Background: an optimization exercise with open tools, aiming at small area, a short achievable clock period and few clock cycles. Do not read the settings as production practice.
In this exercise RTL edits were held to simulation tests only and were not proved equivalent to the original.
Power is estimated from default activity; no workload was simulated.

==> inputs of 05-24 <==
Design core_top, start of the top module:
module core_top (
    input  logic                    clk,
    input  logic                    rst,
    output logic [64-1:0]   pc,
    input  logic [32-1:0]   inst,
    output logic [64-1:0]   dmem_addr,
    output logic                    dmem_we,
    output logic [64-1:0]   dmem_wdata,
    output logic                    dmem_re,
    input  logic [64-1:0]   dmem_rdata,
    input  logic                    mem_stall,
    output logic                    commit_valid,
    output logic [64-1:0]   commit_pc,
    output logic [5-1:0] commit_rd,
    output logic                    commit_we,
    output logic [64-1:0]   commit_data
);
clock: 6.5 ns
lec_check: 0
cap_margin: 20
core_margin: 2
core_utilization: 35
place_density: 0.45
setup_slack_margin: 3.2
slew_margin: 20
synth_hierarchical: 1
run.sh (not shown) runs the stock make flow with config.mk's settings and CLKGATE_MAP_FILE= SYNTH_SCRIPT=/design/flow/synth_recipe.tcl, a recipe that flattens the netlist after the stock synthesis.
==> 02-07: changes against 05-24 <==
--- a/flow/design.v
+++ b/flow/design.v
@@ -51,11 +51,10 @@
 module pfx_add #(parameter int W = 64) (
     input  logic [W-1:0] a,
     input  logic [W-1:0] b,
     input  logic         cin,
     output logic [W-1:0] s,
-    output logic         ctop,
     output logic         cout
 );
     localparam int L = (W > 32) ? 6 : (W > 16) ? 5 : (W > 8) ? 4 : (W > 4) ? 3 : (W > 2) ? 2 : 1;
     logic [W-1:0] g [L+1];
     logic [W-1:0] p [L+1];
@@ -80,11 +79,10 @@
         end
         c[0] = cin;
         for (int i = 0; i < W; i++) c[i+1] = g[L][i];
     end
     assign s    = hp ^ c[W-1:0];
-    assign ctop = c[W-1];
     assign cout = c[W];
 endmodule
 module pfx_mask #(parameter int W = 64, parameter bit DEC = 1'b0) (
     input  logic [W-1:0] x,
     output logic [W-1:0] m
@@ -149,41 +147,35 @@
     input  logic        s_or,
     input  logic        s_xor,
     input  logic        s_jal,
     input  logic [63:0] alt,
     output logic [63:0] sum,
-    output logic [63:0] sumn,
     output logic        lt,
     output logic [63:0] oth
 );
-    logic c63;
-    pfx_add #(.W(64)) u_sum (.a(a), .b(b), .cin(sub), .s(sum), .ctop(c63), .cout());
-    assign sumn = ~sum;
-    assign lt   = (a[63] == b[63]) ? a[63] : ~c63;
+    logic [63:0] bsub;
+    assign bsub = b ^ {64{sub}};
+    pfx_add #(.W(64)) u_sum (.a(a), .b(bsub), .cin(sub), .s(sum), .cout());
+    assign lt   = (a[63] != b[63]) ? a[63] : sum[63];
     assign oth = ({64{s_and}} & (a & b)) |
                  ({64{s_or}}  & (a | b)) |
                  ({64{s_xor}} & (a ^ b)) |
                  ({64{s_jal}} & alt);
 endmodule
-module fmux #(parameter bit USE_L = 1'b1, parameter bit USE_T = 1'b0,
-              parameter bit USE_N = 1'b0) (
+module fmux #(parameter bit USE_L = 1'b1, parameter bit USE_T = 1'b0) (
     input  logic        sS,
-    input  logic        sN,
     input  logic        sL,
-    input  logic        inv,
     input  logic        sT,
     input  logic [63:0] sum,
-    input  logic [63:0] sumn,
     input  logic        lt,
     input  logic [63:0] tgt,
     input  logic [63:0] rest,
     output logic [63:0] y
 );
     always_comb begin
         if (sS)                y = sum;
-        else if (USE_N && sN)  y = sumn;
-        else if (USE_L && sL)  y = {63'd0, lt} ^ {64{USE_N && inv}};
+        else if (USE_L && sL)  y = {63'd0, lt};
         else if (USE_T && sT)  y = tgt;
         else                   y = rest;
     end
 endmodule
 `default_nettype wire
@@ -229,21 +221,20 @@
     assign op_sub = is_op && (f7 == 7'h20) && (f3 == 3'b000);
     assign op_and = is_op && f7z && (f3 == 3'b111);
     assign op_or  = is_op && f7z && (f3 == 3'b110);
     assign op_xor = is_op && f7z && (f3 == 3'b100);
     assign op_slt = is_op && f7z && (f3 == 3'b010);
-    logic d_addi, d_ld, d_sd, d_br, d_we, d_pred, d_bimm, d_sub;
+    logic d_addi, d_ld, d_sd, d_br, d_we, d_pred, d_bimm;
     assign d_addi = is_opimm && (f3 == 3'b000);
     assign d_ld   = is_load && (f3 == 3'b011);
     assign d_sd   = is_store && (f3 == 3'b011);
     assign d_br   = is_bropc && (f3[2:1] == 2'b00);
     assign d_we   = (rd != 5'd0) &&
                     (op_add || op_sub || op_and || op_or || op_xor || op_slt ||
                      d_addi || d_ld || is_jal);
     assign d_pred = is_jal || (d_br && (inst[31] || f3[0]));
     assign d_bimm = d_addi || d_ld || d_sd;
-    assign d_sub  = op_sub || op_slt;
     logic [11:0] d_imm12;
     logic [12:0] d_boff;
     assign d_imm12 = is_store ? {inst[31:25], inst[11:7]} : inst[31:20];
     assign d_boff  = {inst[31], inst[7], inst[30:25], inst[11:8], 1'b0};
     logic [20:0] off;
@@ -267,15 +258,14 @@
     logic [63:0] m_wdata;
     logic [4:0]  m_rd;
     logic        m_we;
     logic        m_ld;
     logic        m_mre, m_mwe;
-    logic [63:0] sum, sumn, oth;
+    logic [63:0] sum, oth;
     logic        lt;
     ex_alu u_alu (.a(ex_a), .b(ex_b), .sub(ex_sub), .s_and(ex_s_and), .s_or(ex_s_or),
-        .s_xor(ex_s_xor), .s_jal(ex_jal), .alt(ex_alt), .sum(sum), .sumn(sumn), .lt(lt),
-        .oth(oth));
+        .s_xor(ex_s_xor), .s_jal(ex_jal), .alt(ex_alt), .sum(sum), .lt(lt), .oth(oth));
     logic taken, mispredict;
     assign taken      = (ex_a == ex_b) ^ ex_bne;
     assign mispredict = ex_valid && ex_br && (taken != ex_pred);
     logic        stall;
     logic [63:0] m_result;
@@ -283,20 +273,15 @@
     assign m_result = m_ld ? dmem_rdata : m_res;
     assign dmem_addr  = m_res;
     assign dmem_wdata = m_wdata;
     assign dmem_we    = m_mwe;
     assign dmem_re    = m_mre;
-    always_ff @(posedge clk) begin
-        if (rst) commit_valid <= 1'b0;
-        else     commit_valid <= m_valid && !stall;
-    end
-    always_ff @(posedge clk) begin
-        commit_pc   <= m_pc;
-        commit_rd   <= m_rd;
-        commit_we   <= m_we;
-        commit_data <= m_result;
-    end
+    assign commit_valid = m_valid && !stall;
+    assign commit_pc    = m_pc;
+    assign commit_rd    = m_rd;
+    assign commit_we    = m_we;
+    assign commit_data  = m_result;
     logic [63:0] regs [1:31];
     logic [63:0] rv1, rv2, ra, rb, ralt, pc_oth;
     logic [63:0] ex_a_d, ex_b_d, ex_alt_d, m_res_d, pc_d;
     logic        sel_tgt;
     logic        e1, e2, m1, m2, use2, hz, kill, go;
@@ -311,28 +296,25 @@
     assign m1 = m_valid && m_we && (m_rd == rs1);
     assign m2 = m_valid && m_we && (m_rd == rs2);
     assign ra   = e1 ? oth : (m1 ? m_result : rv1);
     assign rb   = e2 ? oth : (m2 ? m_result : rv2);
     assign ralt = d_sd ? rb : pc_inc;
-    fmux u_fa (.sS(e1 && ex_s_sum), .sN(1'b0), .sL(e1 && ex_s_slt), .inv(1'b0), .sT(1'b0),
-        .sum(sum), .sumn(sumn), .lt(lt), .tgt(64'd0), .rest(ra), .y(ex_a_d));
-    fmux #(.USE_N(1'b1)) u_fb (.sS(e2 && ex_s_sum && !d_bimm && !d_sub),
-        .sN(e2 && ex_s_sum && d_sub), .sL(e2 && ex_s_slt && !d_bimm), .inv(d_sub), .sT(1'b0),
-        .sum(sum), .sumn(sumn), .lt(lt), .tgt(64'd0),
-        .rest(d_bimm ? {{52{d_imm12[11]}}, d_imm12} : (rb ^ {64{d_sub}})), .y(ex_b_d));
-    fmux #(.USE_T(1'b1)) u_falt (.sS(d_sd && e2 && ex_s_sum), .sN(1'b0),
-        .sL(d_sd && e2 && ex_s_slt), .inv(1'b0), .sT(!d_sd && !d_pred), .sum(sum),
-        .sumn(sumn), .lt(lt), .tgt(pred_tgt), .rest(ralt), .y(ex_alt_d));
-    fmux u_fres (.sS(ex_s_sum), .sN(1'b0), .sL(ex_s_slt), .inv(1'b0), .sT(1'b0), .sum(sum),
-        .sumn(sumn), .lt(lt), .tgt(64'd0), .rest(oth), .y(m_res_d));
+    fmux u_fa (.sS(e1 && ex_s_sum), .sL(e1 && ex_s_slt), .sT(1'b0), .sum(sum), .lt(lt),
+        .tgt(64'd0), .rest(ra), .y(ex_a_d));
+    fmux u_fb (.sS(e2 && ex_s_sum && !d_bimm), .sL(e2 && ex_s_slt && !d_bimm), .sT(1'b0),
+        .sum(sum), .lt(lt), .tgt(64'd0),
+        .rest(d_bimm ? {{52{d_imm12[11]}}, d_imm12} : rb), .y(ex_b_d));
+    fmux #(.USE_T(1'b1)) u_falt (.sS(d_sd && e2 && ex_s_sum), .sL(d_sd && e2 && ex_s_slt),
+        .sT(!d_sd && !d_pred), .sum(sum), .lt(lt), .tgt(pred_tgt), .rest(ralt), .y(ex_alt_d));
+    fmux u_fres (.sS(ex_s_sum), .sL(ex_s_slt), .sT(1'b0), .sum(sum), .lt(lt), .tgt(64'd0),
+        .rest(oth), .y(m_res_d));
     assign use2 = is_op || is_store || is_bropc;
     assign hz   = ex_ld && (e1 || (e2 && use2));
     assign sel_tgt = d_pred && !hz && !mispredict && !stall;
     assign pc_oth  = stall ? m_pc : (mispredict ? ex_alt : (hz ? pc : pc_inc));
-    fmux #(.USE_L(1'b0), .USE_T(1'b1)) u_fpc (.sS(1'b0), .sN(1'b0), .sL(1'b0), .inv(1'b0),
-        .sT(sel_tgt), .sum(64'd0), .sumn(64'd0), .lt(1'b0), .tgt(pred_tgt), .rest(pc_oth),
-        .y(pc_d));
+    fmux #(.USE_L(1'b0), .USE_T(1'b1)) u_fpc (.sS(1'b0), .sL(1'b0), .sT(sel_tgt),
+        .sum(64'd0), .lt(1'b0), .tgt(pred_tgt), .rest(pc_oth), .y(pc_d));
     assign kill = mispredict || stall;
     assign go   = !kill && !hz;
     always_ff @(posedge clk) begin
         if (m_valid && m_we && !stall) begin
             regs[m_rd] <= m_result;
@@ -364,11 +346,11 @@
         ex_b     <= ex_b_d;
         ex_alt   <= ex_alt_d;
         ex_rd    <= rd;
         ex_we    <= d_we;
         ex_s_sum <= op_add || op_sub || d_bimm;   
-        ex_sub   <= d_sub;
+        ex_sub   <= op_sub || op_slt;
         ex_s_and <= op_and;
         ex_s_or  <= op_or;
         ex_s_xor <= op_xor;
         ex_s_slt <= op_slt;
         ex_ld    <= d_ld;
Settings changed: CORE_UTILIZATION 35 to 46, CTS_BUF_LIST set to sky130_fd_sc_hd__clkbuf_8, PLACE_DENSITY 0.45 to 0.56, SETUP_SLACK_MARGIN 3.2 to 2.5.
==> summary of the runs <==
- Between 02-07 and 05-24, the lower sequential share of layout area is in 05-24 (gap 4.8 points).
- Between 02-07 and 05-24, the lower flip-flop and latch count is in 02-07 (gap 135).
- Between 05-24 and 02-07, the lower power is in 02-07 (gap 17%, measured against 02-07).
- Of 02-07 and 05-24, 02-07 has the higher global-route usage (gap 5.8 points).
- In 02-07 the worst hold slack is worse than in 05-24, by 3.7 ps.
- Against 05-24, the core utilization of 02-07 is higher by 8.2 points.
Testbench counts of 05-24, summed over its fixed seeds: cycles 52,865.
Testbench counts of 02-07, summed over its fixed seeds: cycles 52,737.

[afterwards: timing with drivers on the ports]
In the flow no input, the clock included, has a driving cell. The finished layouts below were timed again as built, in two steps. Step 1: set_driving_cell puts a clkbuf_16 on clk and a buf_2 on each other input, an assumption about the parent block. Step 2 times the ports against the registers' clock, not the clock port: input delays grow and output delays shrink by t, the midpoint of the rising clock arrivals with the driver on. a / b / c = ideal ports / drivers / drivers and shift; a / b = the first two.
| run | t (ns) | setup slack, ns | worst setup path at the end | slew at the worst register clock pin (ns) | worst data-port slew with drivers (ns) |
|---|---|---|---|---|---|
| 05-24 | 1.062 | 2.615 / 2.197 / 1.134 | input to register | 0.07 / 0.07 | 0.64 |
| 02-07 | 1.214 | 2.297 / 2.282 / 1.136 | input to register | 0.07 / 0.07 | 0.14 |
After both steps setup and hold are still met in every run listed. For 05-24, which loses most, drivers alone change the setup slack by -0.418 ns; drivers and shift together by -1.481 ns.
